This is an optimization exercise on Yosys and OpenROAD, whose aim is small area, a short achievable clock period and few clock cycles, not a production implementation.
The RTL was checked by simulation tests, not by an equivalence proof against the original design.
No activity file was given, so power comes from the tool's default toggle rates.

==> flow/design.v <==
`default_nettype none
module ksl_front (
   input  wire logic         clock,
   input  wire logic         reset,
   input  wire logic         req_valid,
   output logic              req_stall,
   input  wire logic [8:0]   req_data,
   input  wire logic         csr_we,
   input  wire logic [16:0]  csr_wdata,
   input  wire logic         room,
   input  wire logic [15:0]  last_index,
   output logic              push,
   output logic [45:0]       push_w
);
   localparam logic [5:0] KIND_IDENT   = 6'd31;
   localparam logic [5:0] KIND_NUMBER  = 6'd32;
   localparam logic [5:0] KIND_STRING  = 6'd33;
   localparam logic [5:0] KIND_END     = 6'd57;
   localparam logic [2:0] LM_IDLE   = 3'd0;
   localparam logic [2:0] LM_IDENT  = 3'd1;
   localparam logic [2:0] LM_NUMBER = 3'd2;
   localparam logic [2:0] LM_STRING = 3'd3;
   localparam logic [2:0] LM_LINE   = 3'd4;
   localparam logic [2:0] LM_BLOCK  = 3'd5;
   localparam logic [2:0] LM_PEND   = 3'd6;
   localparam logic [2:0] PD_SLASH = 3'd0;
   localparam logic [2:0] PD_EQ    = 3'd1;
   localparam logic [2:0] PD_BANG  = 3'd2;
   localparam logic [2:0] PD_LT    = 3'd3;
   localparam logic [2:0] PD_GT    = 3'd4;
   localparam logic [2:0] PD_MINUS = 3'd5;
   function automatic logic [10:0] kw_first(input logic [7:0] ch);
      logic [10:0] r;
      logic        hit;
      r   = '0;
      hit = 1'b0;
      r   = r | ({11{ch == 8'd97}} & 11'd691);
      hit = hit | (ch == 8'd97);
      r   = r | ({11{ch == 8'd99}} & 11'd801);
      hit = hit | (ch == 8'd99);
      r   = r | ({11{ch == 8'd100}} & 11'd613);
      hit = hit | (ch == 8'd100);
      r   = r | ({11{ch == 8'd101}} & 11'd1134);
      hit = hit | (ch == 8'd101);
      r   = r | ({11{ch == 8'd102}} & 11'd562);
      hit = hit | (ch == 8'd102);
      r   = r | ({11{ch == 8'd103}} & 11'd165);
      hit = hit | (ch == 8'd103);
      r   = r | ({11{ch == 8'd104}} & 11'd303);
      hit = hit | (ch == 8'd104);
      r   = r | ({11{ch == 8'd105}} & 11'd366);
      hit = hit | (ch == 8'd105);
      r   = r | ({11{ch == 8'd107}} & 11'd1189);
      hit = hit | (ch == 8'd107);
      r   = r | ({11{ch == 8'd108}} & 11'd1705);
      hit = hit | (ch == 8'd108);
      r   = r | ({11{ch == 8'd109}} & 11'd111);
      hit = hit | (ch == 8'd109);
      r   = r | ({11{ch == 8'd111}} & 11'd870);
      hit = hit | (ch == 8'd111);
      r   = r | ({11{ch == 8'd114}} & 11'd41);
      hit = hit | (ch == 8'd114);
      r   = r | ({11{ch == 8'd117}} & 11'd1582);
      hit = hit | (ch == 8'd117);
      r   = r | ({11{ch == 8'd119}} & 11'd744);
      hit = hit | (ch == 8'd119);
      kw_first = hit ? r : 11'd1984;
   endfunction
   function automatic logic [5:0] kw_exp(input logic [8:0] kn);
      logic [5:0] r;
      logic        hit;
      r   = '0;
      hit = 1'b0;
      r   = r | ({6{kn == 9'd1}} & 6'd46);
      hit = hit | (kn == 9'd1);
      r   = r | ({6{kn == 9'd2}} & 6'd39);
      hit = hit | (kn == 9'd2);
      r   = r | ({6{kn == 9'd17}} & 6'd36);
      hit = hit | (kn == 9'd17);
      r   = r | ({6{kn == 9'd18}} & 6'd53);
      hit = hit | (kn == 9'd18);
      r   = r | ({6{kn == 9'd19}} & 6'd44);
      hit = hit | (kn == 9'd19);
      r   = r | ({6{kn == 9'd20}} & 6'd37);
      hit = hit | (kn == 9'd20);
      r   = r | ({6{kn == 9'd33}} & 6'd46);
      hit = hit | (kn == 9'd33);
      r   = r | ({6{kn == 9'd34}} & 6'd37);
      hit = hit | (kn == 9'd34);
      r   = r | ({6{kn == 9'd35}} & 6'd50);
      hit = hit | (kn == 9'd35);
      r   = r | ({6{kn == 9'd36}} & 6'd33);
      hit = hit | (kn == 9'd36);
      r   = r | ({6{kn == 9'd37}} & 6'd52);
      hit = hit | (kn == 9'd37);
      r   = r | ({6{kn == 9'd38}} & 6'd47);
      hit = hit | (kn == 9'd38);
      r   = r | ({6{kn == 9'd39}} & 6'd50);
      hit = hit | (kn == 9'd39);
      r   = r | ({6{kn == 9'd40}} & 6'd51);
      hit = hit | (kn == 9'd40);
      r   = r | ({6{kn == 9'd49}} & 6'd44);
      hit = hit | (kn == 9'd49);
      r   = r | ({6{kn == 9'd50}} & 6'd33);
      hit = hit | (kn == 9'd50);
      r   = r | ({6{kn == 9'd51}} & 6'd52);
      hit = hit | (kn == 9'd51);
      r   = r | ({6{kn == 9'd52}} & 6'd41);
      hit = hit | (kn == 9'd52);
      r   = r | ({6{kn == 9'd53}} & 6'd47);
      hit = hit | (kn == 9'd53);
      r   = r | ({6{kn == 9'd54}} & 6'd46);
      hit = hit | (kn == 9'd54);
      r   = r | ({6{kn == 9'd55}} & 6'd51);
      hit = hit | (kn == 9'd55);
      r   = r | ({6{kn == 9'd65}} & 6'd45);
      hit = hit | (kn == 9'd65);
      r   = r | ({6{kn == 9'd66}} & 6'd47);
      hit = hit | (kn == 9'd66);
      r   = r | ({6{kn == 9'd67}} & 6'd45);
      hit = hit | (kn == 9'd67);
      r   = r | ({6{kn == 9'd68}} & 6'd47);
      hit = hit | (kn == 9'd68);
      r   = r | ({6{kn == 9'd69}} & 6'd50);
      hit = hit | (kn == 9'd69);
      r   = r | ({6{kn == 9'd70}} & 6'd48);
      hit = hit | (kn == 9'd70);
      r   = r | ({6{kn == 9'd71}} & 6'd40);
      hit = hit | (kn == 9'd71);
      r   = r | ({6{kn == 9'd72}} & 6'd41);
      hit = hit | (kn == 9'd72);
      r   = r | ({6{kn == 9'd73}} & 6'd51);
      hit = hit | (kn == 9'd73);
      r   = r | ({6{kn == 9'd74}} & 6'd45);
      hit = hit | (kn == 9'd74);
      r   = r | ({6{kn == 9'd97}} & 6'd52);
      hit = hit | (kn == 9'd97);
      r   = r | ({6{kn == 9'd98}} & 6'd37);
      hit = hit | (kn == 9'd98);
      r   = r | ({6{kn == 9'd99}} & 6'd39);
      hit = hit | (kn == 9'd99);
      r   = r | ({6{kn == 9'd100}} & 6'd37);
      hit = hit | (kn == 9'd100);
      r   = r | ({6{kn == 9'd101}} & 6'd50);
      hit = hit | (kn == 9'd101);
      r   = r | ({6{kn == 9'd102}} & 6'd51);
      hit = hit | (kn == 9'd102);
      r   = r | ({6{kn == 9'd103}} & 6'd63);
      hit = hit | (kn == 9'd103);
      r   = r | ({6{kn == 9'd104}} & 6'd45);
      hit = hit | (kn == 9'd104);
      r   = r | ({6{kn == 9'd105}} & 6'd47);
      hit = hit | (kn == 9'd105);
      r   = r | ({6{kn == 9'd106}} & 6'd36);
      hit = hit | (kn == 9'd106);
      r   = r | ({6{kn == 9'd113}} & 6'd52);
      hit = hit | (kn == 9'd113);
      r   = r | ({6{kn == 9'd114}} & 6'd41);
      hit = hit | (kn == 9'd114);
      r   = r | ({6{kn == 9'd115}} & 6'd47);
      hit = hit | (kn == 9'd115);
      r   = r | ({6{kn == 9'd116}} & 6'd46);
      hit = hit | (kn == 9'd116);
      r   = r | ({6{kn == 9'd117}} & 6'd33);
      hit = hit | (kn == 9'd117);
      r   = r | ({6{kn == 9'd118}} & 6'd44);
      hit = hit | (kn == 9'd118);
      r   = r | ({6{kn == 9'd119}} & 6'd51);
      hit = hit | (kn == 9'd119);
      r   = r | ({6{kn == 9'd129}} & 6'd37);
      hit = hit | (kn == 9'd129);
      r   = r | ({6{kn == 9'd130}} & 6'd37);
      hit = hit | (kn == 9'd130);
      r   = r | ({6{kn == 9'd131}} & 6'd63);
      hit = hit | (kn == 9'd131);
      r   = r | ({6{kn == 9'd132}} & 6'd45);
      hit = hit | (kn == 9'd132);
      r   = r | ({6{kn == 9'd133}} & 6'd47);
      hit = hit | (kn == 9'd133);
      r   = r | ({6{kn == 9'd134}} & 6'd36);
      hit = hit | (kn == 9'd134);
      r   = r | ({6{kn == 9'd135}} & 6'd53);
      hit = hit | (kn == 9'd135);
      r   = r | ({6{kn == 9'd136}} & 6'd44);
      hit = hit | (kn == 9'd136);
      r   = r | ({6{kn == 9'd137}} & 6'd37);
      hit = hit | (kn == 9'd137);
      r   = r | ({6{kn == 9'd145}} & 6'd38);
      hit = hit | (kn == 9'd145);
      r   = r | ({6{kn == 9'd146}} & 6'd41);
      hit = hit | (kn == 9'd146);
      r   = r | ({6{kn == 9'd147}} & 6'd46);
      hit = hit | (kn == 9'd147);
      r   = r | ({6{kn == 9'd148}} & 6'd37);
      hit = hit | (kn == 9'd148);
      r   = r | ({6{kn == 9'd177}} & 6'd37);
      hit = hit | (kn == 9'd177);
      r   = r | ({6{kn == 9'd178}} & 6'd50);
      hit = hit | (kn == 9'd178);
      r   = r | ({6{kn == 9'd179}} & 6'd37);
      hit = hit | (kn == 9'd179);
      r   = r | ({6{kn == 9'd193}} & 6'd51);
      hit = hit | (kn == 9'd193);
      r   = r | ({6{kn == 9'd194}} & 6'd37);
      hit = hit | (kn == 9'd194);
      r   = r | ({6{kn == 9'd225}} & 6'd35);
      hit = hit | (kn == 9'd225);
      r   = r | ({6{kn == 9'd226}} & 6'd53);
      hit = hit | (kn == 9'd226);
      r   = r | ({6{kn == 9'd227}} & 6'd50);
      hit = hit | (kn == 9'd227);
      r   = r | ({6{kn == 9'd228}} & 6'd51);
      hit = hit | (kn == 9'd228);
      r   = r | ({6{kn == 9'd229}} & 6'd41);
      hit = hit | (kn == 9'd229);
      r   = r | ({6{kn == 9'd230}} & 6'd54);
      hit = hit | (kn == 9'd230);
      r   = r | ({6{kn == 9'd231}} & 6'd37);
      hit = hit | (kn == 9'd231);
      r   = r | ({6{kn == 9'd241}} & 6'd56);
      hit = hit | (kn == 9'd241);
      r   = r | ({6{kn == 9'd242}} & 6'd37);
      hit = hit | (kn == 9'd242);
      r   = r | ({6{kn == 9'd243}} & 6'd36);
      hit = hit | (kn == 9'd243);
      r   = r | ({6{kn == 9'd244}} & 6'd63);
      hit = hit | (kn == 9'd244);
      r   = r | ({6{kn == 9'd245}} & 6'd48);
      hit = hit | (kn == 9'd245);
      r   = r | ({6{kn == 9'd246}} & 6'd47);
      hit = hit | (kn == 9'd246);
      r   = r | ({6{kn == 9'd247}} & 6'd41);
      hit = hit | (kn == 9'd247);
      r   = r | ({6{kn == 9'd248}} & 6'd46);
      hit = hit | (kn == 9'd248);
      r   = r | ({6{kn == 9'd249}} & 6'd52);
      hit = hit | (kn == 9'd249);
      r   = r | ({6{kn == 9'd257}} & 6'd50);
      hit = hit | (kn == 9'd257);
      r   = r | ({6{kn == 9'd258}} & 6'd48);
      hit = hit | (kn == 9'd258);
      r   = r | ({6{kn == 9'd259}} & 6'd40);
      hit = hit | (kn == 9'd259);
      r   = r | ({6{kn == 9'd260}} & 6'd41);
      hit = hit | (kn == 9'd260);
      r   = r | ({6{kn == 9'd261}} & 6'd51);
      hit = hit | (kn == 9'd261);
      r   = r | ({6{kn == 9'd262}} & 6'd45);
      hit = hit | (kn == 9'd262);
      r   = r | ({6{kn == 9'd273}} & 6'd36);
      hit = hit | (kn == 9'd273);
      r   = r | ({6{kn == 9'd274}} & 6'd47);
      hit = hit | (kn == 9'd274);
      r   = r | ({6{kn == 9'd275}} & 6'd45);
      hit = hit | (kn == 9'd275);
      r   = r | ({6{kn == 9'd276}} & 6'd47);
      hit = hit | (kn == 9'd276);
      r   = r | ({6{kn == 9'd277}} & 6'd50);
      hit = hit | (kn == 9'd277);
      r   = r | ({6{kn == 9'd278}} & 6'd48);
      hit = hit | (kn == 9'd278);
      r   = r | ({6{kn == 9'd279}} & 6'd40);
      hit = hit | (kn == 9'd279);
      r   = r | ({6{kn == 9'd280}} & 6'd41);
      hit = hit | (kn == 9'd280);
      r   = r | ({6{kn == 9'd281}} & 6'd51);
      hit = hit | (kn == 9'd281);
      r   = r | ({6{kn == 9'd282}} & 6'd45);
      hit = hit | (kn == 9'd282);
      r   = r | ({6{kn == 9'd289}} & 6'd50);
      hit = hit | (kn == 9'd289);
      r   = r | ({6{kn == 9'd290}} & 6'd46);
      hit = hit | (kn == 9'd290);
      r   = r | ({6{kn == 9'd291}} & 6'd37);
      hit = hit | (kn == 9'd291);
      r   = r | ({6{kn == 9'd292}} & 6'd44);
      hit = hit | (kn == 9'd292);
      r   = r | ({6{kn == 9'd305}} & 6'd33);
      hit = hit | (kn == 9'd305);
      r   = r | ({6{kn == 9'd306}} & 6'd39);
      hit = hit | (kn == 9'd306);
      r   = r | ({6{kn == 9'd307}} & 6'd37);
      hit = hit | (kn == 9'd307);
      r   = r | ({6{kn == 9'd321}} & 6'd45);
      hit = hit | (kn == 9'd321);
      r   = r | ({6{kn == 9'd322}} & 6'd48);
      hit = hit | (kn == 9'd322);
      r   = r | ({6{kn == 9'd323}} & 6'd47);
      hit = hit | (kn == 9'd323);
      r   = r | ({6{kn == 9'd324}} & 6'd51);
      hit = hit | (kn == 9'd324);
      r   = r | ({6{kn == 9'd325}} & 6'd37);
      hit = hit | (kn == 9'd325);
      r   = r | ({6{kn == 9'd337}} & 6'd48);
      hit = hit | (kn == 9'd337);
      r   = r | ({6{kn == 9'd338}} & 6'd44);
      hit = hit | (kn == 9'd338);
      r   = r | ({6{kn == 9'd339}} & 6'd57);
      hit = hit | (kn == 9'd339);
      r   = r | ({6{kn == 9'd353}} & 6'd48);
      hit = hit | (kn == 9'd353);
      r   = r | ({6{kn == 9'd369}} & 6'd44);
      hit = hit | (kn == 9'd369);
      r   = r | ({6{kn == 9'd370}} & 6'd36);
      hit = hit | (kn == 9'd370);
      r   = r | ({6{kn == 9'd385}} & 6'd38);
      hit = hit | (kn == 9'd385);
      r   = r | ({6{kn == 9'd386}} & 6'd47);
      hit = hit | (kn == 9'd386);
      r   = r | ({6{kn == 9'd387}} & 6'd44);
      hit = hit | (kn == 9'd387);
      r   = r | ({6{kn == 9'd388}} & 6'd36);
      hit = hit | (kn == 9'd388);
      r   = r | ({6{kn == 9'd401}} & 6'd44);
      hit = hit | (kn == 9'd401);
      r   = r | ({6{kn == 9'd402}} & 6'd41);
      hit = hit | (kn == 9'd402);
      r   = r | ({6{kn == 9'd403}} & 6'd45);
      hit = hit | (kn == 9'd403);
      r   = r | ({6{kn == 9'd404}} & 6'd41);
      hit = hit | (kn == 9'd404);
      r   = r | ({6{kn == 9'd405}} & 6'd52);
      hit = hit | (kn == 9'd405);
      r   = r | ({6{kn == 9'd417}} & 6'd45);
      hit = hit | (kn == 9'd417);
      r   = r | ({6{kn == 9'd418}} & 6'd41);
      hit = hit | (kn == 9'd418);
      r   = r | ({6{kn == 9'd419}} & 6'd52);
      hit = hit | (kn == 9'd419);
      r   = r | ({6{kn == 9'd433}} & 6'd44);
      hit = hit | (kn == 9'd433);
      r   = r | ({6{kn == 9'd434}} & 6'd52);
      hit = hit | (kn == 9'd434);
      r   = r | ({6{kn == 9'd435}} & 6'd37);
      hit = hit | (kn == 9'd435);
      r   = r | ({6{kn == 9'd436}} & 6'd50);
      hit = hit | (kn == 9'd436);
      r   = r | ({6{kn == 9'd449}} & 6'd45);
      hit = hit | (kn == 9'd449);
      r   = r | ({6{kn == 9'd450}} & 6'd34);
      hit = hit | (kn == 9'd450);
      r   = r | ({6{kn == 9'd451}} & 6'd36);
      hit = hit | (kn == 9'd451);
      r   = r | ({6{kn == 9'd452}} & 6'd33);
      hit = hit | (kn == 9'd452);
      r   = r | ({6{kn == 9'd465}} & 6'd52);
      hit = hit | (kn == 9'd465);
      r   = r | ({6{kn == 9'd466}} & 6'd40);
      hit = hit | (kn == 9'd466);
      r   = r | ({6{kn == 9'd481}} & 6'd41);
      hit = hit | (kn == 9'd481);
      r   = r | ({6{kn == 9'd482}} & 6'd52);
      hit = hit | (kn == 9'd482);
      r   = r | ({6{kn == 9'd483}} & 6'd41);
      hit = hit | (kn == 9'd483);
      r   = r | ({6{kn == 9'd484}} & 6'd33);
      hit = hit | (kn == 9'd484);
      r   = r | ({6{kn == 9'd485}} & 6'd44);
      hit = hit | (kn == 9'd485);
      kw_exp = hit ? r : 6'd0;
   endfunction
   function automatic logic [10:0] kw_alt(input logic [16:0] knc);
      logic [10:0] r;
      logic        hit;
      r   = '0;
      hit = 1'b0;
      r   = r | ({11{knc == 17'd41328}} & 11'd1392);
      hit = hit | (knc == 17'd41328);
      r   = r | ({11{knc == 17'd49519}} & 11'd1325);
      hit = hit | (knc == 17'd49519);
      r   = r | ({11{knc == 17'd82540}} & 11'd1641);
      hit = hit | (knc == 17'd82540);
      r   = r | ({11{knc == 17'd33129}} & 11'd1016);
      hit = hit | (knc == 17'd33129);
      r   = r | ({11{knc == 17'd33135}} & 11'd1516);
      hit = hit | (knc == 17'd33135);
      r   = r | ({11{knc == 17'd62060}} & 11'd1780);
      hit = hit | (knc == 17'd62060);
      r   = r | ({11{knc == 17'd20845}} & 11'd1249);
      hit = hit | (knc == 17'd20845);
      r   = r | ({11{knc == 17'd21097}} & 11'd1972);
      hit = hit | (knc == 17'd21097);
      r   = r | ({11{knc == 17'd21108}} & 11'd421);
      hit = hit | (knc == 17'd21108);
      r   = r | ({11{knc == 17'd106849}} & 11'd1837);
      hit = hit | (knc == 17'd106849);
      r   = r | ({11{knc == 17'd4449}} & 11'd1456);
      hit = hit | (knc == 17'd4449);
      r   = r | ({11{knc == 17'd4722}} & 11'd1072);
      hit = hit | (knc == 17'd4722);
      r   = r | ({11{knc == 17'd353}} & 11'd500);
      hit = hit | (knc == 17'd353);
      r   = r | ({11{knc == 17'd357}} & 11'd236);
      hit = hit | (knc == 17'd357);
      r   = r | ({11{knc == 17'd12899}} & 11'd949);
      hit = hit | (knc == 17'd12899);
      r   = r | ({11{knc == 17'd45417}} & 11'd1908);
      hit = hit | (knc == 17'd45417);
      kw_alt = hit ? r : 11'd1984;
   endfunction
   function automatic logic [3:0] kw_len(input logic [4:0] k);
      logic [3:0] r;
      logic        hit;
      r   = '0;
      hit = 1'b0;
      r   = r | ({4{k == 5'd0}} & 4'd4);
      hit = hit | (k == 5'd0);
      r   = r | ({4{k == 5'd1}} & 4'd6);
      hit = hit | (k == 5'd1);
      r   = r | ({4{k == 5'd2}} & 4'd10);
      hit = hit | (k == 5'd2);
      r   = r | ({4{k == 5'd3}} & 4'd9);
      hit = hit | (k == 5'd3);
      r   = r | ({4{k == 5'd4}} & 4'd12);
      hit = hit | (k == 5'd4);
      r   = r | ({4{k == 5'd5}} & 4'd2);
      hit = hit | (k == 5'd5);
      r   = r | ({4{k == 5'd6}} & 4'd12);
      hit = hit | (k == 5'd6);
      r   = r | ({4{k == 5'd7}} & 4'd9);
      hit = hit | (k == 5'd7);
      r   = r | ({4{k == 5'd8}} & 4'd11);
      hit = hit | (k == 5'd8);
      r   = r | ({4{k == 5'd9}} & 4'd6);
      hit = hit | (k == 5'd9);
      r   = r | ({4{k == 5'd10}} & 4'd2);
      hit = hit | (k == 5'd10);
      r   = r | ({4{k == 5'd11}} & 4'd5);
      hit = hit | (k == 5'd11);
      r   = r | ({4{k == 5'd12}} & 4'd4);
      hit = hit | (k == 5'd12);
      r   = r | ({4{k == 5'd13}} & 4'd2);
      hit = hit | (k == 5'd13);
      r   = r | ({4{k == 5'd14}} & 4'd9);
      hit = hit | (k == 5'd14);
      r   = r | ({4{k == 5'd15}} & 4'd11);
      hit = hit | (k == 5'd15);
      r   = r | ({4{k == 5'd16}} & 4'd8);
      hit = hit | (k == 5'd16);
      r   = r | ({4{k == 5'd17}} & 4'd12);
      hit = hit | (k == 5'd17);
      r   = r | ({4{k == 5'd18}} & 4'd6);
      hit = hit | (k == 5'd18);
      r   = r | ({4{k == 5'd19}} & 4'd5);
      hit = hit | (k == 5'd19);
      r   = r | ({4{k == 5'd20}} & 4'd7);
      hit = hit | (k == 5'd20);
      r   = r | ({4{k == 5'd21}} & 4'd5);
      hit = hit | (k == 5'd21);
      r   = r | ({4{k == 5'd22}} & 4'd3);
      hit = hit | (k == 5'd22);
      r   = r | ({4{k == 5'd23}} & 4'd4);
      hit = hit | (k == 5'd23);
      r   = r | ({4{k == 5'd24}} & 4'd6);
      hit = hit | (k == 5'd24);
      r   = r | ({4{k == 5'd25}} & 4'd7);
      hit = hit | (k == 5'd25);
      r   = r | ({4{k == 5'd26}} & 4'd5);
      hit = hit | (k == 5'd26);
      r   = r | ({4{k == 5'd27}} & 4'd6);
      hit = hit | (k == 5'd27);
      r   = r | ({4{k == 5'd28}} & 4'd6);
      hit = hit | (k == 5'd28);
      r   = r | ({4{k == 5'd29}} & 4'd4);
      hit = hit | (k == 5'd29);
      r   = r | ({4{k == 5'd30}} & 4'd7);
      hit = hit | (k == 5'd30);
      kw_len = hit ? r : 4'd0;
   endfunction
   function automatic logic [5:0] single_kind(input logic [7:0] ch);
      logic [5:0] r;
      r = '0;
      r = r | ({6{ch == 8'h2b}} & 6'd39);    
      r = r | ({6{ch == 8'h2a}} & 6'd42);    
      r = r | ({6{ch == 8'h25}} & 6'd44);    
      r = r | ({6{ch == 8'h28}} & 6'd45);    
      r = r | ({6{ch == 8'h29}} & 6'd46);    
      r = r | ({6{ch == 8'h7b}} & 6'd47);    
      r = r | ({6{ch == 8'h7d}} & 6'd48);    
      r = r | ({6{ch == 8'h2c}} & 6'd49);    
      r = r | ({6{ch == 8'h3b}} & 6'd50);    
      r = r | ({6{ch == 8'h3a}} & 6'd53);    
      r = r | ({6{ch == 8'h5b}} & 6'd54);    
      r = r | ({6{ch == 8'h5d}} & 6'd55);    
      r = r | ({6{ch == 8'h2e}} & 6'd56);    
      single_kind = r;
   endfunction
   localparam int CL_W = 11;
   localparam int CL_WORD  = 10;    
   localparam int CL_ALPHA = 9;     
   localparam int CL_DIGIT = 8;
   localparam int CL_QUOTE = 7;
   localparam int CL_NL    = 6;
   localparam int CL_SLASH = 5;
   localparam int CL_STAR  = 4;
   localparam int CL_EQ    = 3;
   localparam int CL_GT    = 2;
   localparam int CL_PEND  = 1;     
   localparam int CL_OP    = 0;     
   function automatic logic [CL_W-1:0] classify(input logic [7:0] ch);
      logic alpha, digit;
      alpha = ((ch >= "a") && (ch <= "z")) || ((ch >= "A") && (ch <= "Z")) || (ch == "_");
      digit = (ch >= "0") && (ch <= "9");
      classify = {alpha || digit, alpha, digit, ch == "\"", ch == 8'd10, ch == "/", ch == "*",
                  ch == "=", ch == ">",
                  (ch == "/") || (ch == "=") || (ch == "!") || (ch == "<") || (ch == ">") ||
                  (ch == "-"),
                  single_kind(ch) != 6'd0};
   endfunction
   function automatic logic [15:0] cap4_of(input logic [16:0] l);
      if (l[16]) begin
         cap4_of = 16'd65531;
      end else if (l[15:0] == 16'd0) begin
         cap4_of = 16'hfffc;
      end else begin
         cap4_of = l[15:0] - 16'd5;
      end
   endfunction
   logic              in_v;
   logic [7:0]        c;
   logic              eot;
   logic [CL_W-1:0]   cl;
   logic              b_v;
   logic [8:0]        b_data;
   logic [8:0]        src;
   logic              load_a;
   logic [2:0]   mode_ff, mode_in;
   logic [2:0]   pend_ff, pend_in;
   logic         star_ff, star_in;
   logic [15:0]  start_ff, start_in;
   logic [5:0]   len_ff, len_in;
   logic [4:0]   kw_ff, kw_in;
   logic [5:0]   kwe_ff, kwe_in;      
   logic [16:0]  pos_ff, pos_in;
   logic         zero_ff, zero_in;    
   logic [15:0]  cnt;                 
   logic         ovf_ff, ovf_in;      
   logic         near_ff, near_in;    
   logic         far_ff, far_in;      
   logic [15:0]  cap4_ff;             
   logic [15:0]  cap4_w;
   logic [2:0]   c_pend;
   logic [5:0]   c_kind, two_kind, flush_kind, flush_len;
   logic         flush_emits;
   assign c_kind   = single_kind(c);
   assign cap4_w   = cap4_of(csr_wdata);
   logic         w_cap0, w_cap1, w_cap2;
   assign w_cap0   = (csr_wdata[16:1] == 16'd0);
   assign w_cap1   = (csr_wdata == 17'd2);
   assign w_cap2   = (csr_wdata == 17'd3);
   assign cnt      = zero_ff ? 16'd0 : last_index + 16'd1;
   logic         kw_hit;
   logic [10:0]  kw_f, kw_a;
   assign kw_hit = kwe_ff[5] && (c[4:0] == kwe_ff[4:0]) && c[6] && (c[5] || (kwe_ff[4:0] == 5'd31));
   assign kw_f   = kw_first(c);
   assign kw_a   = kw_alt({kw_ff, len_ff[3:0], c});
   always_comb begin
      c_pend = PD_SLASH;
      if (c == "=") c_pend = PD_EQ;
      if (c == "!") c_pend = PD_BANG;
      if (c == "<") c_pend = PD_LT;
      if (c == ">") c_pend = PD_GT;
      if (c == "-") c_pend = PD_MINUS;
   end
   always_comb begin
      two_kind = 6'd0;
      if (cl[CL_EQ]) begin
         if (pend_ff == PD_EQ)   two_kind = 6'd34;
         if (pend_ff == PD_BANG) two_kind = 6'd35;
         if (pend_ff == PD_LT)   two_kind = 6'd36;
         if (pend_ff == PD_GT)   two_kind = 6'd37;
      end else if (cl[CL_GT] && (pend_ff == PD_MINUS)) begin
         two_kind = 6'd41;
      end
   end
   always_comb begin
      flush_emits = 1'b1;
      flush_len   = len_ff;
      flush_kind  = 6'd0;
      if (mode_ff == LM_IDENT) begin
         flush_kind = (len_ff == {2'b00, kw_len(kw_ff)}) ? {1'b0, kw_ff} : KIND_IDENT;
      end else if (mode_ff == LM_NUMBER) begin
         flush_kind = KIND_NUMBER;
      end else if (mode_ff == LM_STRING) begin
         flush_kind = KIND_STRING;
      end else if (mode_ff == LM_PEND) begin
         flush_len = 6'd1;
         if (pend_ff == PD_SLASH) flush_kind = 6'd43;
         if (pend_ff == PD_EQ)    flush_kind = 6'd38;
         if (pend_ff == PD_LT)    flush_kind = 6'd51;
         if (pend_ff == PD_GT)    flush_kind = 6'd52;
         if (pend_ff == PD_MINUS) flush_kind = 6'd40;
         flush_emits = (pend_ff != PD_BANG);
      end else begin
         flush_emits = 1'b0;
      end
   end
   logic         emit, split, step, take;
   logic [5:0]   w_kind, w_len;
   logic [15:0]  w_start;
   logic         w_ovf, w_last, w_end;
   always_comb begin
      logic do_flush, do_start;
      mode_in  = mode_ff;
      pos_in   = pos_ff;
      emit     = 1'b0;
      split    = 1'b0;
      w_end    = 1'b0;
      w_kind   = flush_kind;
      w_start  = ((mode_ff == LM_STRING) && (len_ff == 6'd0)) ? pos_ff[15:0] : start_ff;
      w_len    = flush_len;
      w_ovf    = 1'b0;
      do_flush = 1'b0;
      do_start = 1'b0;
      if (eot) begin
         mode_in = LM_IDLE;
         emit    = 1'b1;
         if (!ovf_ff && flush_emits) begin
            split = 1'b1;
         end else begin
            w_end   = 1'b1;
            w_kind  = KIND_END;
            w_start = pos_ff[15:0];
            w_len   = 6'd0;
            w_ovf   = ovf_ff;
            pos_in  = '0;
         end
      end else if (!ovf_ff && !pos_ff[16]) begin
         pos_in = pos_ff + 17'd1;
         case (mode_ff)
            LM_IDENT: begin
               if (!cl[CL_WORD]) begin
                  do_flush = 1'b1;
                  do_start = 1'b1;
               end
            end
            LM_NUMBER: begin
               if (!cl[CL_DIGIT]) begin
                  do_flush = 1'b1;
                  do_start = 1'b1;
               end
            end
            LM_STRING: begin
               if (cl[CL_QUOTE]) do_flush = 1'b1;
            end
            LM_LINE: begin
               if (cl[CL_NL]) mode_in = LM_IDLE;
            end
            LM_BLOCK: begin
               if (star_ff && cl[CL_SLASH]) mode_in = LM_IDLE;
            end
            LM_PEND: begin
               if ((pend_ff == PD_SLASH) && cl[CL_SLASH]) begin
                  mode_in = LM_LINE;
               end else if ((pend_ff == PD_SLASH) && cl[CL_STAR]) begin
                  mode_in = LM_BLOCK;
               end else if (two_kind != 6'd0) begin
                  mode_in = LM_IDLE;
                  emit    = 1'b1;
                  w_kind  = two_kind;
                  w_len   = 6'd2;
               end else begin
                  do_flush = 1'b1;
                  do_start = 1'b1;
               end
            end
            default: begin
               mode_in  = LM_IDLE;
               do_start = 1'b1;
            end
         endcase
         if (do_flush) begin
            mode_in = LM_IDLE;
            if (flush_emits) begin
               emit = 1'b1;
               if (do_start && !near_ff && cl[CL_OP]) begin
                  split  = 1'b1;
                  pos_in = pos_ff;
               end else if (near_ff) begin
                  do_start = 1'b0;
               end
            end
         end
         if (do_start && !split) begin
            if (cl[CL_ALPHA]) begin
               mode_in  = LM_IDENT;
            end else if (cl[CL_DIGIT]) begin
               mode_in  = LM_NUMBER;
            end else if (cl[CL_QUOTE]) begin
               mode_in  = LM_STRING;
            end else if (cl[CL_PEND]) begin
               mode_in  = LM_PEND;
            end else if (cl[CL_OP]) begin
               emit    = 1'b1;
               w_kind  = c_kind;
               w_start = pos_ff[15:0];
               w_len   = 6'd1;
            end
         end
      end
      w_last = !split;
      step   = in_v && (room || !emit);
      take   = step && !split;
      push   = in_v && emit && room;
   end
   assign push_w    = {w_kind, cnt, w_start, w_len, w_ovf, w_last};
   logic  tok_cont;
   assign tok_cont = ((mode_ff == LM_IDENT) && cl[CL_WORD]) || ((mode_ff == LM_NUMBER) && cl[CL_DIGIT]) ||
                     ((mode_ff == LM_STRING) && !cl[CL_QUOTE]);
   always_comb begin
      pend_in  = c_pend;
      star_in  = (mode_ff == LM_BLOCK) && cl[CL_STAR];
      start_in = pos_ff[15:0];
      len_in   = cl[CL_QUOTE] ? 6'd0 : 6'd1;
      kw_in    = kw_f[10:6];
      kwe_in   = kw_f[5:0];
      if (tok_cont) begin
         len_in = (len_ff == 6'd63) ? len_ff : len_ff + 6'd1;
      end
      if (tok_cont && !((mode_ff == LM_STRING) && (len_ff == 6'd0))) begin
         start_in = start_ff;
      end
      if (mode_ff == LM_IDENT) begin
         kw_in  = kw_hit ? kw_ff : kw_a[10:6];
         kwe_in = kw_hit ? ((len_ff[5:4] == 2'b00) ? kw_exp({kw_ff, len_ff[3:0]}) : 6'd0) : kw_a[5:0];
      end
      if (pos_ff[16]) begin
         pend_in  = pend_ff;
         start_in = start_ff;
         len_in   = len_ff;
         kw_in    = kw_ff;
         kwe_in   = kwe_ff;
      end
   end
   assign load_a    = !in_v || take;
   assign src       = b_v ? b_data : req_data;
   assign req_stall = b_v || (in_v && eot);
   always_ff @(posedge clock) begin
      if (reset) begin
         in_v <= 1'b0;
         b_v  <= 1'b0;
      end else if (load_a) begin
         in_v <= b_v || (req_valid && !req_stall);
         b_v  <= 1'b0;
      end else if (req_valid && !req_stall) begin
         b_v  <= 1'b1;
      end
      if (load_a) begin
         {c, eot} <= src;
         cl       <= classify(src[8:1]);
      end
      if (!req_stall) begin
         b_data <= req_data;
      end
   end
   always_comb begin
      zero_in = zero_ff;
      ovf_in  = ovf_ff;
      near_in = near_ff;
      far_in  = far_ff;
      if (push && w_end) begin
         zero_in = 1'b1;
         ovf_in  = csr_we ? w_cap0 : (cap4_ff == 16'hfffc);
         near_in = csr_we ? w_cap1 : (cap4_ff == 16'hfffd);
         far_in  = csr_we ? w_cap2 : (cap4_ff == 16'hfffe);
      end else if (push) begin
         zero_in = 1'b0;
         ovf_in  = near_ff;
         near_in = far_ff;
         far_in  = zero_ff ? (cap4_ff == 16'hffff) : (last_index == cap4_ff);
      end else if (csr_we && !in_v && !b_v) begin
         ovf_in  = w_cap0;
         near_in = w_cap1;
         far_in  = w_cap2;
      end
   end
   always_ff @(posedge clock) begin
      if (reset) begin
         mode_ff <= LM_IDLE;
         pos_ff  <= '0;
         zero_ff <= 1'b1;
         ovf_ff  <= 1'b0;
         near_ff <= 1'b0;
         far_ff  <= 1'b0;
         cap4_ff <= 16'd1019;
      end else begin
         if (csr_we) cap4_ff <= cap4_w;
         zero_ff <= zero_in;
         ovf_ff  <= ovf_in;
         near_ff <= near_in;
         far_ff  <= far_in;
         if (step) begin
            mode_ff <= mode_in;
            pos_ff  <= pos_in;
         end
      end
   end
   always_ff @(posedge clock) begin
      if (step) begin
         pend_ff  <= pend_in;
         star_ff  <= star_in;
         start_ff <= start_in;
         len_ff   <= len_in;
         kw_ff    <= kw_in;
         kwe_ff   <= kwe_in;
      end
   end
endmodule
`default_nettype wire
`default_nettype none
module ksl_tokq (
   input  wire logic          clock,
   input  wire logic          reset,
   input  wire logic          push,
   input  wire logic [45:0]   push_w,
   output logic              room,
   output logic              rsp_valid,
   input  wire logic          rsp_stall,
   output logic [45:0]       rsp_data
);
   logic         v_ff;
   logic [45:0]  w_ff;
   assign rsp_valid = v_ff;
   assign rsp_data  = w_ff;
   assign room      = !v_ff || !rsp_stall;
   always_ff @(posedge clock) begin
      if (reset) begin
         v_ff <= 1'b0;
      end else if (room) begin
         v_ff <= push;
      end
      if (push) begin
         w_ff <= push_w;
      end
   end
endmodule
`default_nettype wire
`default_nettype none
module keyword_source_lexer #(
   parameter int MAX_TEXT_LEN = 65536
) (
   input  wire logic         clock,
   input  wire logic         reset,
   input  wire logic         req_valid,
   output logic             req_stall,
   input  wire logic [8:0]   req_data,
   output logic             rsp_valid,
   input  wire logic         rsp_stall,
   output logic [45:0]      rsp_data,
   input  wire logic         csr_we,
   input  wire logic [16:0]  csr_wdata
);
   logic         room;
   logic         push;
   logic [45:0]  push_w;
   ksl_front u_front (
      .clock     (clock),
      .reset     (reset),
      .req_valid (req_valid),
      .req_stall (req_stall),
      .req_data  (req_data),
      .csr_we    (csr_we),
      .csr_wdata (csr_wdata),
      .room      (room),
      .last_index(rsp_data[39:24]),
      .push      (push),
      .push_w    (push_w)
   );
   ksl_tokq u_tokq (
      .clock     (clock),
      .reset     (reset),
      .push      (push),
      .push_w    (push_w),
      .room      (room),
      .rsp_valid (rsp_valid),
      .rsp_stall (rsp_stall),
      .rsp_data  (rsp_data)
   );
endmodule
`default_nettype wire
==> flow/flow/run.sh <==
#!/bin/bash
# The standard layout, with the smallest buffer on each port instead of the
# default delay-cell buffer; repair still resizes port buffers where timing needs it
set -euo pipefail
export BUFFER_PORTS_ARGS="-buffer_cell sky130_fd_sc_hd__buf_1"
bash standard.sh finish > standard_finish.log 2>&1
==> flow/standard.sh <==
#!/bin/bash
# synth_recipe.tcl (not shown) runs the flow's synth.tcl, then flattens the netlist and writes it again
# the make line also repeats each setting of config.mk as NAME=value (left out here)
make -C /OpenROAD-flow-scripts/flow DESIGN_CONFIG=/design/flow/config.mk WORK_HOME=/design/flow/orfs CLKGATE_MAP_FILE= SYNTH_SCRIPT=/design/flow/synth_recipe.tcl "${@:-finish}"
==> flow/config.mk <==
export PLATFORM = sky130hd
export DESIGN_NAME = keyword_source_lexer
export DESIGN_NICKNAME = keyword_source_lexer
export VERILOG_FILES = /design/flow/design.v
export SDC_FILE = /design/flow/constraint.sdc
export NUM_CORES = 4
export LEC_CHECK = 0
export CAP_MARGIN = 20
export CORE_MARGIN = 2
export CORE_UTILIZATION = 40
export SETUP_SLACK_MARGIN = 5
export SLEW_MARGIN = 20
==> flow/constraint.sdc <==
create_clock -name core_clock -period 8.5 [get_ports {clock}]
set_input_delay 1.7000 -clock core_clock [delete_from_list [all_inputs] [get_ports {clock}]]
set_output_delay 1.7000 -clock core_clock [all_outputs]
set_load 0.01 [all_outputs]
==> results of run 1 <==
## sequential cells by signal (all words and copies together), names as in the netlist
signal / cells
u_front.b_data: 9
u_front.c: 8
u_tokq.w_ff: 46
u_front.start_ff: 16
u_front.pend_ff: 3
u_front.near_ff: 1
u_front.zero_ff: 1
u_front.far_ff: 1
u_front.pos_ff: 17
u_front.len_ff: 6
u_front.kw_ff: 5
u_front.ovf_ff: 1
u_front.mode_ff: 3
u_front.kwe_ff: 6
u_front.cap4_ff: 16
u_tokq.v_ff: 1
u_front.star_ff: 1
u_front.b_v: 1
u_front.eot: 1
u_front.in_v: 1
u_front.cl: 11
## critical path, stage by stage
cell and delay (ns):
buf_1 0.10, or4_4 0.58, nor4_4 0.16, nand3b_1 0.22, or3b_4 0.44, a21oi_1 0.17
a21oi_1 0.08, or2_2 0.27
## metal layers
metal | track usage [%] | part of all wire, %
met5 | 0 | 0
met4 | 10.3 | 4.0
met3 | 3.64 | 7.8
met2 | 39.2 | 45
met1 | 36.2 | 44
## cell usage in the layout (no fill, tap or decap), types with 15 or more instances in the layout
cell type,n
and3_1,19
xnor2_1,25
or2_2,18
inv_1,30
nand4_1,28
nor4_1,21
buf_4,27
dfxtp_1,40
and2_1,16
o22ai_1,36
o211ai_1,15
clkbuf_16,17
nor2b_1,20
o31ai_1,17
nand2b_1,35
nor2_1,147
a21oi_1,89
xor2_1,23
buf_1,78
or4_1,16
nor3_1,53
nand2_1,114
edfxtp_1,112
o21ai_0,57
nand3b_1,19
nand3_1,49
## where the power goes
group,internal (mW),total (mW),switching (mW)
Clock,0.392,0.760,0.369
Sequential,0.845,0.883,0.0382
Combinational,0.0938,0.270,0.176
## cell type report
| cell class | count | area [um2] |
|---|---|---|
| timing repair buffer | 108 | 538 |
| clock inverter | 15 | 156 |
| fill | 2880 | 15800 |
| clock buffer | 17 | 425 |
| inverter | 32 | 123 |
| tap | 384 | 480 |
| multi-input combinational | 1106 | 7110 |
| sequential | 155 | 4230 |
## final timing paths
path | from | to | slack [ns] | depth (start not counted)
min | u_front.pos_ff[7]$_SDFFE_PP0P_ | u_front.start_ff[7]$_DFFE_PP_ | 0.49 | 0
max reg2reg | u_front.len_ff[0]$_DFFE_PP_ | u_front.kwe_ff[2]$_DFFE_PP_ | 5.09 | 9
max | csr_wdata[10] | u_front.cap4_ff[0]$_SDFFE_PP1P_ | 5.07 | 8
min reg2reg | u_front.pos_ff[7]$_SDFFE_PP0P_ | u_front.start_ff[7]$_DFFE_PP_ | 0.49 | 0
## cells by family after synthesis
group	Yosys count	share of synthesized area, %
xor gates and xnor gates	48	3.56
buffers and inverters	143	5.29
adders and majority gates	10	1.04
and+or+nand+nor	642	29.4
muxes	34	3.44
AOI/OAI and AO/OA	372	21.5
DFF	155	35.8
## repair_timing
| action | in CTS | in global routing |
|---|---|---|
| resized for setup | 15 | 12 |
| endpoints found under the hold margin | 0 | 0 |
| setup endpoints to repair | 108 | 63 |
| setup buffers | 1 | 10 |
| pin swaps | 1 | 2 |
## metrics by stage
step           instance area [um2]  setup WS (ns)  utilization, %  hold slack (ns)  cells
2_1_floorplan                11900           4.91               -            0.452   1404
3_3_place_gp                 12300           4.61            42.5            0.478   1774
3_5_place_dp                 12300           4.61            42.5            0.481   1774
4_1_cts                      12900           5.01            44.8            0.495   1807
5_1_grt                      13100           4.96            45.3            0.519   1817
6_report                     13100           5.07            45.3            0.495   1817
==> metrics.cfg, run 1 <==
[status]
status=complete, no violations

[timing]
finalSetupViolations=0
final.setup.tns_ns=0
finalCritPeriodShare_pct=40.3
min_period_ns=3.43
slew-limit-headroom_pct=28.1
report.final.slew_viol_count=0
fmax_mhz=292
final_hold_viol_count=0
tightest_slew_ns=1.05
clock_skew_ns=0.0156
rsz0062_at_grt=true

[synthesis]
ys_ff_latch=155
synth_cells=1404
synth_edf_count=112
synth_cell_types=100
synth_fp_nets=1444
syn_area_per_cell_um2=8.41
yosysTopAreaCellShare_pct=28.5
synth_warnings=2
async_flop_share_pct=0
synth_flop_cell=edfxtp_1
syn-cell-area_um2=11800
synth_top_area_cell=edfxtp_1
netlist_top_cells_count=147 x nor2_1, 114 x nand2_1, 112 x edfxtp_1
synth.most_common_cell=nor2_1
synth.area.top_cells=edfxtp_1 28%, dfxtp_1 7.3%, nor2_1 4.7%
synth-seq-area-share_pct=35.8

[global_routing]
track_usage_pct=25.6
overflow=0
grt_max_degree=48
grt_first_pass_wirelength_um=62400
grt_pass1_vias=10800
grt_antenna_before_repair=0

[worst_hold_path]
hold_class=reg2reg

[worst_setup_path]
critPathMaxFanout=4
critical_path_required_ns=8.81
cp-start-kind=primary input
end_kind=register
criticalPathCategory=in2reg
cp_data_arrival_time_ns=3.74

[detailed_routing]
firstDrtPassIters=6
ant_nets=0
wire_per_inst_um=21.8
drc=0
vias_per_cell=6.44
drt_wl_total_um=39600
via_count=11700
drtIter0Drc=1442

[clock_network]
cts_buffer_depth=2
insertion_delay_ns=0.43
cts_buffers=17
clkTransAtPathRegs_ns=0.07
cts_root_buffer=clkbuf_16
cts_tree=yes
cts_hold_buf=0
cts_sinks=155
htreeDepth=4

[cells_and_area]
num_antenna_cells=0
layout.nets=1460
area.growth.synth_to_final_pct=10.7
final_layout_size_suffix_gt1_share_pct=11.5

[power]
power.leakage_nw=4.33
power.density_nw_per_um2=147
p_total_mw=1.91
ir_drop_mv=0.113

[die]
chipHeight_um=176
ios=79
num_rows=62
die_area_um2=30900
die_x_um=176
core_um2=28900
initial_core_util_pct=40.9

[placement]
hpwl_um=27600
numPortBuffers=78
gp_congestion=1.04

[run]
maxCapViolations=0

Testbench counts, summed over its fixed seeds: cycles 146,983.
==> inputs of run 2 (changes only) <==
--- a/flow/config.mk
+++ b/flow/config.mk
@@ -9,4 +9,4 @@
 export CORE_MARGIN = 2
 export CORE_UTILIZATION = 40
-export SETUP_SLACK_MARGIN = 5
+export SETUP_SLACK_MARGIN = 4.5
 export SLEW_MARGIN = 20
==> run 2 against run 1 <==
Against the previous run: first-iteration DRC count down 12%; maximum frequency fell by 7.5%; die area is the same; power hardly changed; still clean; register-to-register slack got worse by 0.29 ns; design area fell by 1.7%; sequential power hardly changed; via count shrank 2.3%; worst hold slack better by 0.017 ns; synthesized cell count stayed put.
==> metrics.cfg, run 2 <==
[status]
status=complete, no violations

[cells_and_area]
final_common_cell=nor2_1
final_layout_size_suffix_gt1_share_pct=9.21
largest_reg_flops=46
area.growth.synth_to_final_pct=8.79
layout.nets=1450
regMostFlops=u_tokq.w_ff
largestRegisters=u_tokq.w_ff x46, u_front.pos_ff x17
n_fill_cell=2916
num_antenna_cells=0
layout_common_cells=147 x nor2_1, 114 x nand2_1, 112 x edfxtp_1, 89 x a21oi_1, 78 x buf_1
fin_util_pct=44.5

[power]
clock_power_share_pct=40.1
p_int_mw=1.37
ir_drop_mv=0.163
swShare_pct=28.2
power_frac_seq_pct=46.2
power.density_nw_per_um2=149
power.leakage_nw=4.24
pwr-share-comb_pct=13.7
p_switching_mw=0.539

[die]
num_rows=62
initial_core_util_pct=40.9
ios=79
die_area_um2=30900
die_x_um=176
core_um2=28900
chipHeight_um=176

[synthesis]
synth_fp_nets=1444
synth.area.top_cells=edfxtp_1 28%, dfxtp_1 7.3%, nor2_1 4.7%
yosysTopAreaCellShare_pct=28.5
synth.most_common_cell=nor2_1
synth_cell_types=100
netlist_top_cells_count=147 x nor2_1, 114 x nand2_1, 112 x edfxtp_1
syn-cell-area_um2=11800
syn_area_per_cell_um2=8.41
synth_flop_cell=edfxtp_1
synth-seq-area-share_pct=35.8
synth_edf_count=112
synth_top_area_cell=edfxtp_1
synth_warnings=2
async_flop_share_pct=0
synth_cells=1404
ys_ff_latch=155

[global_routing]
use_met2_pct=37.9
grt_antenna_before_repair=0
track_usage_pct=25.0
grt_max_degree=48
grt_pass1_vias=10600
overflow=0
top_usage_layer=met2
use_met1_pct=34.7
grt_first_pass_wirelength_um=60700
use_met3_pct=4.59

[timing]
report.final.slew_viol_count=0
tightest_slew_ns=1.06
fmax_mhz=270
final_hold_viol_count=0
finalSetupViolations=0
slew-limit-headroom_pct=29.1
final.setup.tns_ns=0
min_period_ns=3.70
rsz0062_at_grt=false
clock_skew_ns=0.0162
finalCritPeriodShare_pct=43.5

[detailed_routing]
wire_per_inst_um=21.6
drt_wl_total_um=39100
via_count=11400
firstDrtPassIters=6
ant_nets=0
vias_per_cell=6.33
drtIter0Drc=1272
drc=0

[clock_network]
cts_buffer_depth=2
cts_hold_buf=0
insertion_delay_ns=0.44
htreeDepth=4
cts_sinks=155
cts_root_buffer=clkbuf_16
clkTransAtPathRegs_ns=0.07
cts_tree=yes
cts_setup_buffers=0
cts_buffers=17

[worst_setup_path]
cp-start-kind=register
cp_cell_sequence=buf_4 -> nor2b_1 -> a221oi_1 -> or4_1 -> a221oi_1 -> nand4_1 -> o311ai_0 -> a22oi_1
criticalPathCategory=reg2reg
cp_common_cell=a221oi_1
cp_data_arrival_time_ns=3.85
end_kind=register
critical_path_required_ns=8.65
critPathMaxStageDelay_ns=0.70
critPathMaxFanout=40
critPathLaunch=u_front.kw_ff[1]$_DFFE_PP_
timing.rr.start=u_front.kw_ff[1]$_DFFE_PP_
cp_slowest_cell=nor2b_1

[placement]
hpwl_um=27300
numPortBuffers=78
gp_congestion=0.989

[worst_hold_path]
hold_class=reg2reg
hold_start=u_front.pos_ff[7]$_SDFFE_PP0P_

[run]
maxCapViolations=0

-- run 2: timing repair --
item	CTS	global route
gates resized for setup	0	3
setup endpoints to repair	0	63
endpoints found under the hold margin	0	0
-- run 2: worst max-delay path, delay by kind of cell, from the launching register on --
kind | cells | cell delay [ns]
simple gates | 3 | 1.60
compound gates | 4 | 1.09
buf+inv | 1 | 0.39
flops | 1 | 0.32
-- run 2: area by class of cell --
type | count | area, um2 | share of cell area (%)
well taps | 384 | 480 | 3.74
multi-input cells | 1106 | 6980 | 54.4
inverters | 32 | 120 | 0.935
flip-flops and latches | 155 | 4230 | 32.9
clock buffers | 18 | 429 | 3.34
repair buffers | 98 | 443 | 3.45
clock inverters | 14 | 159 | 1.24
-- run 2: final timing paths --
check,slack [ns],to,depth (start not counted)
max,4.80,u_tokq.w_ff[42]$_DFFE_PP_,8
min,0.51,u_front.pos_ff[7]$_SDFFE_PP0P_,2
max reg2reg,4.80,u_tokq.w_ff[42]$_DFFE_PP_,8
min reg2reg,0.51,u_front.pos_ff[7]$_SDFFE_PP0P_,2
-- run 2: power by group through the flow --
stage / Combinational (mW) / Clock, mW / Sequential, mW
global route: 0.284 / 0.810 / 0.889
finish: 0.262 / 0.766 / 0.884
CTS: 0.257 / 0.781 / 0.883
global placement: 0.257 / 0 / 0.899
floorplan: 0.195 / 0 / 0.882
detailed placement: 0.257 / 0 / 0.899
-- run 2: metrics by stage --
| step | setup WS [ns] | std cells | hold WS [ns] | power (mW) | area [um2] |
|---|---|---|---|---|---|
| floorplan | 4.83 | 1404 | 0.452 | 1.08 | 11800 |
| global placement | 4.62 | 1775 | 0.497 | 1.16 | 12200 |
| detailed placement | 4.53 | 1775 | 0.504 | 1.16 | 12200 |
| CTS | 4.58 | 1807 | 0.518 | 1.92 | 12800 |
| global route | 4.55 | 1807 | 0.528 | 1.98 | 12800 |
| finish | 4.80 | 1807 | 0.512 | 1.91 | 12800 |
-- run 2: logic make-up after synthesis --
group / after synthesis / share of synthesized area [%]
AOI/OAI and AO/OA: 372 / 21.5
xor gates and xnor gates: 48 / 3.56
adders and majority gates: 10 / 1.04
buffers and inverters: 143 / 5.29
and+or+nand+nor: 642 / 29.4
DFF: 155 / 35.8
muxes: 34 / 3.44
-- run 2: per-layer routing --
layer	vias up	part of all wire, %
met5	-	0
met4	0	3.6
met3	109	7.6
met2	540	45
met1	5477	44
li1	5317	-
==> inputs of run 3 (changes only) <==
--- a/flow/design.v
+++ b/flow/design.v
@@ -399,73 +399,4 @@
       kw_alt = hit ? r : 11'd1984;
    endfunction
-   function automatic logic [3:0] kw_len(input logic [4:0] k);
-      logic [3:0] r;
-      logic        hit;
-      r   = '0;
-      hit = 1'b0;
-      r   = r | ({4{k == 5'd0}} & 4'd4);
-      hit = hit | (k == 5'd0);
-      r   = r | ({4{k == 5'd1}} & 4'd6);
-      hit = hit | (k == 5'd1);
-      r   = r | ({4{k == 5'd2}} & 4'd10);
-      hit = hit | (k == 5'd2);
-      r   = r | ({4{k == 5'd3}} & 4'd9);
-      hit = hit | (k == 5'd3);
-      r   = r | ({4{k == 5'd4}} & 4'd12);
-      hit = hit | (k == 5'd4);
-      r   = r | ({4{k == 5'd5}} & 4'd2);
-      hit = hit | (k == 5'd5);
-      r   = r | ({4{k == 5'd6}} & 4'd12);
-      hit = hit | (k == 5'd6);
-      r   = r | ({4{k == 5'd7}} & 4'd9);
-      hit = hit | (k == 5'd7);
-      r   = r | ({4{k == 5'd8}} & 4'd11);
-      hit = hit | (k == 5'd8);
-      r   = r | ({4{k == 5'd9}} & 4'd6);
-      hit = hit | (k == 5'd9);
-      r   = r | ({4{k == 5'd10}} & 4'd2);
-      hit = hit | (k == 5'd10);
-      r   = r | ({4{k == 5'd11}} & 4'd5);
-      hit = hit | (k == 5'd11);
-      r   = r | ({4{k == 5'd12}} & 4'd4);
-      hit = hit | (k == 5'd12);
-      r   = r | ({4{k == 5'd13}} & 4'd2);
-      hit = hit | (k == 5'd13);
-      r   = r | ({4{k == 5'd14}} & 4'd9);
-      hit = hit | (k == 5'd14);
-      r   = r | ({4{k == 5'd15}} & 4'd11);
-      hit = hit | (k == 5'd15);
-      r   = r | ({4{k == 5'd16}} & 4'd8);
-      hit = hit | (k == 5'd16);
-      r   = r | ({4{k == 5'd17}} & 4'd12);
-      hit = hit | (k == 5'd17);
-      r   = r | ({4{k == 5'd18}} & 4'd6);
-      hit = hit | (k == 5'd18);
-      r   = r | ({4{k == 5'd19}} & 4'd5);
-      hit = hit | (k == 5'd19);
-      r   = r | ({4{k == 5'd20}} & 4'd7);
-      hit = hit | (k == 5'd20);
-      r   = r | ({4{k == 5'd21}} & 4'd5);
-      hit = hit | (k == 5'd21);
-      r   = r | ({4{k == 5'd22}} & 4'd3);
-      hit = hit | (k == 5'd22);
-      r   = r | ({4{k == 5'd23}} & 4'd4);
-      hit = hit | (k == 5'd23);
-      r   = r | ({4{k == 5'd24}} & 4'd6);
-      hit = hit | (k == 5'd24);
-      r   = r | ({4{k == 5'd25}} & 4'd7);
-      hit = hit | (k == 5'd25);
-      r   = r | ({4{k == 5'd26}} & 4'd5);
-      hit = hit | (k == 5'd26);
-      r   = r | ({4{k == 5'd27}} & 4'd6);
-      hit = hit | (k == 5'd27);
-      r   = r | ({4{k == 5'd28}} & 4'd6);
-      hit = hit | (k == 5'd28);
-      r   = r | ({4{k == 5'd29}} & 4'd4);
-      hit = hit | (k == 5'd29);
-      r   = r | ({4{k == 5'd30}} & 4'd7);
-      hit = hit | (k == 5'd30);
-      kw_len = hit ? r : 4'd0;
-   endfunction
    function automatic logic [5:0] single_kind(input logic [7:0] ch);
       logic [5:0] r;
@@ -579,5 +510,5 @@
       flush_kind  = 6'd0;
       if (mode_ff == LM_IDENT) begin
-         flush_kind = (len_ff == {2'b00, kw_len(kw_ff)}) ? {1'b0, kw_ff} : KIND_IDENT;
+         flush_kind = kwe_ff[5] ? KIND_IDENT : {1'b0, kw_ff};
       end else if (mode_ff == LM_NUMBER) begin
          flush_kind = KIND_NUMBER;
--- a/flow/config.mk
+++ b/flow/config.mk
@@ -9,4 +9,5 @@
 export CORE_MARGIN = 2
 export CORE_UTILIZATION = 40
-export SETUP_SLACK_MARGIN = 4.5
+export CTS_BUF_LIST = sky130_fd_sc_hd__clkbuf_8
+export SETUP_SLACK_MARGIN = 5
 export SLEW_MARGIN = 20
==> run 3 against run 2 <==
Against the previous run: combinational power decreased by 22%; count of clock-buffer cells in the layout is 1 lower; setup slack better by 0.27 ns; sequential power shrank 2%; power down 14%; utilization about the same; largest power group unchanged; highest routed layer unchanged; maximum frequency grew 7.9%; die area fell by 2.1%; via count down 2.1%; design area decreased by 1.1%; largest cell class unchanged.
==> metrics.cfg, run 3 <==
[cells_and_area]
layout.nets=1428
final_layout_size_suffix_gt1_share_pct=10.4
largestRegisters=u_tokq.w_ff x46, u_front.pos_ff x17
n_fill_cell=2904
layout_common_cells=131 x nand2_1, 125 x nor2_1, 112 x edfxtp_1, 101 x a21oi_1, 78 x buf_1
fin_util_pct=44.5
multi_input_area_um2=6860
seqCellArea_um2=4230
final_common_cell=nand2_1
largest_reg_flops=46
num_antenna_cells=0
regMostFlops=u_tokq.w_ff
area.growth.synth_to_final_pct=10.0

[timing]
whs_ns=0.516
fmax_mhz=292
rsz0062_at_grt=true
final.setup.tns_ns=0
clock_skew_ns=0.0247
tightest_slew_ns=1.15
finalCritPeriodShare_pct=40.3
final_hold_viol_count=0
slew-limit-headroom_pct=22.6
finalSetupViolations=0
report.final.slew_viol_count=0
min_period_ns=3.43
worst_slack_ns=5.07

[detailed_routing]
drc=0
ant_nets=0
vias_per_cell=6.28
wire_per_inst_um=20.7
drtIter0Drc=1544
drt_wl_total_um=37000
firstDrtPassIters=7
via_count=11200

[die]
die_x_um=174
chipHeight_um=174
ios=79
num_rows=62
core_um2=28500
initial_core_util_pct=40.5
die_area_um2=30200

[clock_network]
cts_sinks=155
insertion_delay_ns=0.46
clkTransAtPathRegs_ns=0.09
cts_buffers=17
cts_buffer_depth=2
cts_root_buffer=clkbuf_8
htreeDepth=4
cts_tree=yes

[synthesis]
synth_fp_nets=1393
synth-seq-area-share_pct=36.6
synth_cell_types=87
yosysTopAreaCellShare_pct=29.1
synthMuxAreaShare_pct=4.84
syn_area_per_cell_um2=8.54
syn-cell-area_um2=11500
synth_fa_ha_area_share_pct=0.975
netlist_top_cells_count=131 x nand2_1, 128 x nor2_1, 112 x edfxtp_1
synth_top_family_by_area=simple AND/OR/NAND/NOR gates
ys_ff_latch=155
synth_compound_area_share_pct=20.2
synth_cells=1353
synth-simple-area-share_pct=29.0
async_flop_share_pct=0
synth_warnings=2
synth_top_area_cell=edfxtp_1
synth_flop_cell=edfxtp_1
synth_edf_count=112
synth.area.top_cells=edfxtp_1 29%, dfxtp_1 7.5%, a21oi_1 4.4%
synth.most_common_cell=nand2_1
synthXorXnorAreaFrac_pct=3.56

[worst_setup_path]
criticalPathCategory=reg2reg
critPathLaunch=u_front.len_ff[1]$_SDFFCE_PN0P_
end_kind=register
critical_path_required_ns=8.66
timing.rr.start=u_front.len_ff[1]$_SDFFCE_PN0P_
critPathMaxFanout=22
cp_data_arrival_time_ns=3.59
cp-start-kind=register

[placement]
gp_congestion=0.960
numPortBuffers=78
dp_slack_ns=4.69
hpwl_um=26100

[global_routing]
grt_first_pass_wirelength_um=58400
grt_max_degree=49
overflow=0
grt_pass1_vias=10300
grt_antenna_before_repair=0
track_usage_pct=23.9

[run]
maxCapViolations=0

[power]
power.leakage_nw=4.20
p_total_mw=1.64
power.density_nw_per_um2=129
ir_drop_mv=0.0912

[worst_hold_path]
hold_start=u_front.pos_ff[12]$_SDFFE_PP0P_
hold_class=reg2reg

[status]
status=complete, no violations

==> run 3: area by class of cell <==
cell class	instances	area share [%]
Multi-Input combinational cell	1066	54.0
Sequential cell	155	33.3
Timing Repair Buffer	119	4.86
Tap cell	384	3.78
Clock buffer	17	1.84
Clock inverter	15	1.41
Inverter	29	0.857
==> run 3: power by group <==
part	internal, mW	switching [mW]	leakage (nW)	total, mW
Combinational	0.0757	0.128	2.59	0.204
Sequential	0.836	0.0299	1.40	0.866
Clock	0.249	0.320	0.209	0.569
==> run 3: path summary, 6_finish.rpt <==
path	cells past startpoint	end	slack, ns
setup / recovery	10	u_front.kw_ff[3]$_DFFE_PP_	5.07
hold / removal	2	u_front.pos_ff[12]$_SDFFE_PP0P_	0.52
setup reg to reg	10	u_front.kw_ff[3]$_DFFE_PP_	5.07
hold reg to reg	2	u_front.pos_ff[12]$_SDFFE_PP0P_	0.52
==> run 3: critical path: stages (launching register included) <==
cell and delay (ns):
edfxtp_1 0.47, inv_1 0.12, ha_1 0.15, buf_4 0.27
nor4b_1 0.57, nand3_1 0.35, or3_1 0.48, nand4b_1 0.16
or4_1 0.18, and2_1 0.23, a41oi_1 0.18
==> run 3: timing repair <==
action / in CTS / in global routing
resized for setup: 4 / 11
pin swaps: 2 / 0
hold endpoints to repair: 0 / 0
setup endpoints to repair: 82 / 67
hold buffers: 0 / 0
buffers inserted: 2 / 10
==> run 3: kinds of logic (layout without fill, tap and decap cells) <==
group / count (synthesis) / count (layout)
AND/OR/NAND/NOR: 613 / 613
AO/OA/AOI/OAI: 349 / 349
flip-flops: 155 / 155
buffers and inverters: 132 / 180
multiplexers: 48 / 48
XOR/XNOR: 47 / 47
adder cells (fa/ha/maj): 9 / 9
==> run 3: per-layer routing <==
| layer | GRT usage (%) | wire length, um | up-vias |
|---|---|---|---|
| met2 | 36.2 | 16400 | 525 |
| met4 | 8.12 | 1050 | 0 |
| met5 | 0 | 0 | - |
| met3 | 4.27 | 2600 | 92 |
| li1 | - | - | 5231 |
| met1 | 34.5 | 16900 | 5358 |
==> run 3: through the flow <==
step	instance area, um2	cells
2_1_floorplan	11600	1353
6_report	12700	1785
4_1_cts	12600	1775
3_5_place_dp	12100	1741
5_1_grt	12700	1785
3_3_place_gp	12100	1741
Testbench counts of run 3, summed over its fixed seeds: cycles 146,983.
==> inputs of run 4 (changes only) <==
--- a/flow/config.mk
+++ b/flow/config.mk
@@ -6,8 +6,10 @@
 export NUM_CORES = 4
 export LEC_CHECK = 0
+export ABC_AREA = 1
 export CAP_MARGIN = 20
 export CORE_MARGIN = 2
 export CORE_UTILIZATION = 40
 export CTS_BUF_LIST = sky130_fd_sc_hd__clkbuf_8
+export PLACE_DENSITY = 0.8
 export SETUP_SLACK_MARGIN = 5
 export SLEW_MARGIN = 20
==> run 4 against run 3 <==
Against the previous run: count of clock-buffer cells in the layout increased by 4; combinational power increased by 49%; worst hold slack got worse by 0.026 ns; maximum frequency increased by 1.8%; via count increased by 16%; global-route usage increased by 3.0 points; register-to-register slack improved by 0.06 ns; clock power increased by 4.2%; critical path type unchanged; highest routed layer unchanged.
==> metrics.cfg, run 4 <==
[cells_and_area]
num_antenna_cells=0
seqCellArea_um2=4220
largestRegisters=u_tokq.w_ff x46, u_front.pos_ff x17
final_area_um2=13000
layout.nets=1836
multi_input_area_um2=6580
final_common_cell=nand2_1
layout_common_cells=349 x nand2_1, 295 x nor2_1, 213 x inv_1, 119 x o21ai_0, 112 x edfxtp_1
largest_reg_flops=46
area.growth.synth_to_final_pct=9.70
regMostFlops=u_tokq.w_ff
n_fill_cell=2975
final_layout_size_suffix_gt1_share_pct=6.08
fin_util_pct=44.9

[synthesis]
synth_top_area_cell=edfxtp_1
synth-seq-area-share_pct=35.8
syn_area_per_cell_um2=6.85
synth_flop_cell=edfxtp_1
synth_cell_types=61
synth.most_common_cell=nand2_1
ys_ff_latch=155
synth.area.top_cells=edfxtp_1 28%, nand2_1 11%, nor2_1 9.4%
yosysTopAreaCellShare_pct=28.5
synth_cells=1724
synth_fp_nets=1764
synth_edf_count=112
syn-cell-area_um2=11800
netlist_top_cells_count=350 x nand2_1, 296 x nor2_1, 213 x inv_1
synth_warnings=2
async_flop_share_pct=0

[power]
power.density_nw_per_um2=138
power_frac_seq_pct=49.9
p_int_mw=1.24
swShare_pct=30.6
p_switching_mw=0.548
clock_power_share_pct=33.1
ir_drop_mv=0.115
power.leakage_nw=5.42
pwr-share-comb_pct=17.0

[timing]
worst_slack_ns=5.13
slew-limit-headroom_pct=22.6
final.setup.tns_ns=0
finalCritPeriodShare_pct=39.6
whs_ns=0.489
tightest_slew_ns=1.15
fmax_mhz=297
report.final.slew_viol_count=0
final_hold_viol_count=0
finalSetupViolations=0
min_period_ns=3.37
rsz0062_at_grt=true
clock_skew_ns=0.0201

[status]
status=complete, no violations

[run]
maxCapViolations=0

[clock_network]
cts_root_buffer=clkbuf_8
clkTransAtPathRegs_ns=0.09
cts_buffer_depth=2
cts_buffers=17
insertion_delay_ns=0.47
cts_tree=yes
htreeDepth=4
cts_sinks=155

[detailed_routing]
drc=0
firstDrtPassIters=8
drt_wl_total_um=42200
via_count=13000
wire_per_inst_um=19.2
vias_per_cell=5.91
ant_nets=0
drtIter0Drc=1292

[die]
num_rows=62
die_area_um2=30900
initial_core_util_pct=40.9
core_um2=28900
chipHeight_um=176
ios=79
die_x_um=176

[placement]
gp_congestion=1.06
numPortBuffers=78
place_area_um2=12500
dp_slack_ns=4.71
hpwl_um=32500

[global_routing]
grt_first_pass_wirelength_um=65600
grt_pass1_vias=12000
track_usage_pct=26.9
grt_antenna_before_repair=0
grt_max_degree=48
overflow=0

[worst_setup_path]
critical_path_required_ns=8.71
cp_data_arrival_time_ns=3.58
criticalPathCategory=reg2reg
end_kind=register
critPathMaxFanout=14
cp-start-kind=register

[worst_hold_path]
hold_class=reg2reg

-- run 4: layer usage --
metal	up-vias	part of all wire, %	track usage, %
met4	0	4.6	12.1
met3	152	9.7	5.71
met1	6031	41	36.0
li1	6022	-	-
met2	747	44	42.0
met5	-	0	0
-- run 4: final timing paths --
path / start / to / slack, ns / cells after the start
worst min register to register: u_front.pos_ff[16]$_SDFFE_PP0P_ / u_front.pos_ff[16]$_SDFFE_PP0P_ / 0.49 / 2
worst max register to register: u_front.len_ff[1]$_SDFFCE_PN0P_ / u_front.kwe_ff[5]$_DFFE_PP_ / 5.13 / 16
worst min-delay path: u_front.pos_ff[16]$_SDFFE_PP0P_ / u_front.pos_ff[16]$_SDFFE_PP0P_ / 0.49 / 2
worst max-delay path: u_front.len_ff[1]$_SDFFCE_PN0P_ / u_front.kwe_ff[5]$_DFFE_PP_ / 5.13 / 16
-- run 4: metrics by stage --
stage	total power, mW	std cells
finish	1.79	2193
global route	1.86	2193
detailed placement	1.20	2157
global placement	1.20	2157
CTS	1.79	2190
floorplan	1.11	1724
-- run 4: power groups by stage --
| stage | logic [mW] | clock network, mW | registers, mW |
|---|---|---|---|
| 2_1_floorplan | 0.205 | 0 | 0.904 |
| 3_3_place_gp | 0.290 | 0 | 0.910 |
| 3_5_place_dp | 0.291 | 0 | 0.911 |
| 4_1_cts | 0.294 | 0.600 | 0.893 |
| 5_1_grt | 0.334 | 0.629 | 0.899 |
| 6_report | 0.303 | 0.593 | 0.893 |
-- run 4: worst max-delay path, stage by stage (launching register included) --
cell	delay [ns]
edfxtp_1	0.42
inv_1	0.08
ha_1	0.22
nand2_2	0.29
inv_1	0.35
nand2_1	0.28
inv_1	0.17
nand2_1	0.17
nand3_1	0.12
nor3_1	0.40
nand3_1	0.16
nor2_1	0.13
nand2_1	0.07
nand3_1	0.07
nand2_1	0.05
nand2_1	0.06
nand2_1	0.07
-- run 4: logic make-up after synthesis --
group / count (synthesis) / synth area share (%)
and+or+nand+nor: 945 / 35.7
muxes: 1 / 0.0847
DFF: 155 / 35.8
AOI/OAI and AO/OA: 311 / 15.8
adders and majority gates: 9 / 0.953
xor gates and xnor gates: 40 / 2.97
buffers and inverters: 263 / 8.66
-- run 4: cell type report --
cell class / instances / share of cell area [%]
multi-input combinational: 1306 / 50.8
sequential: 155 / 32.6
inverter: 228 / 6.86
tap: 384 / 3.71
timing repair buffer: 88 / 2.84
clock buffer: 21 / 2.23
clock inverter: 11 / 1.01
-- run 4: what timing repair did --
item / in CTS / in global routing
hold buffers: 0 / 0
setup endpoints to repair: 54 / 112
pin swaps: 0 / 1
buffers inserted: 1 / 3
resized for setup: 3 / 6

what the ideal ports hide:
The results above use ideal ports. As a check the final layouts listed here were re-extracted and re-timed, cells and wires unchanged.
Step 1 sets driving cells, clkbuf_16 on the clock port and buf_2 on the other inputs (assumed; they add their load-dependent delay and slew).
Step 2 times the ports against the registers' clock, not the clock port: input delays grow and output delays shrink by t, the midpoint of the rising clock arrivals with the driver on.
Slacks: ideal / step 1 / step 2; pairs: ideal / step 1.
run | t, ns | setup slack, ns | worst setup path at the end
run 1 | 0.474 | 5.075 / 5.089 / 4.628 | input to register
run 2 | 0.481 | 4.799 / 4.799 / 4.543 | input to register
run 3 | 0.489 | 5.071 / 5.071 / 4.689 | input to register
run 4 | 0.499 | 5.132 / 5.132 / 4.819 | input to register
After both steps every run listed still meets setup and hold. The setup slack of run 1, which loses most, moves by +0.014 ns with the drivers and by -0.447 ns with both steps.
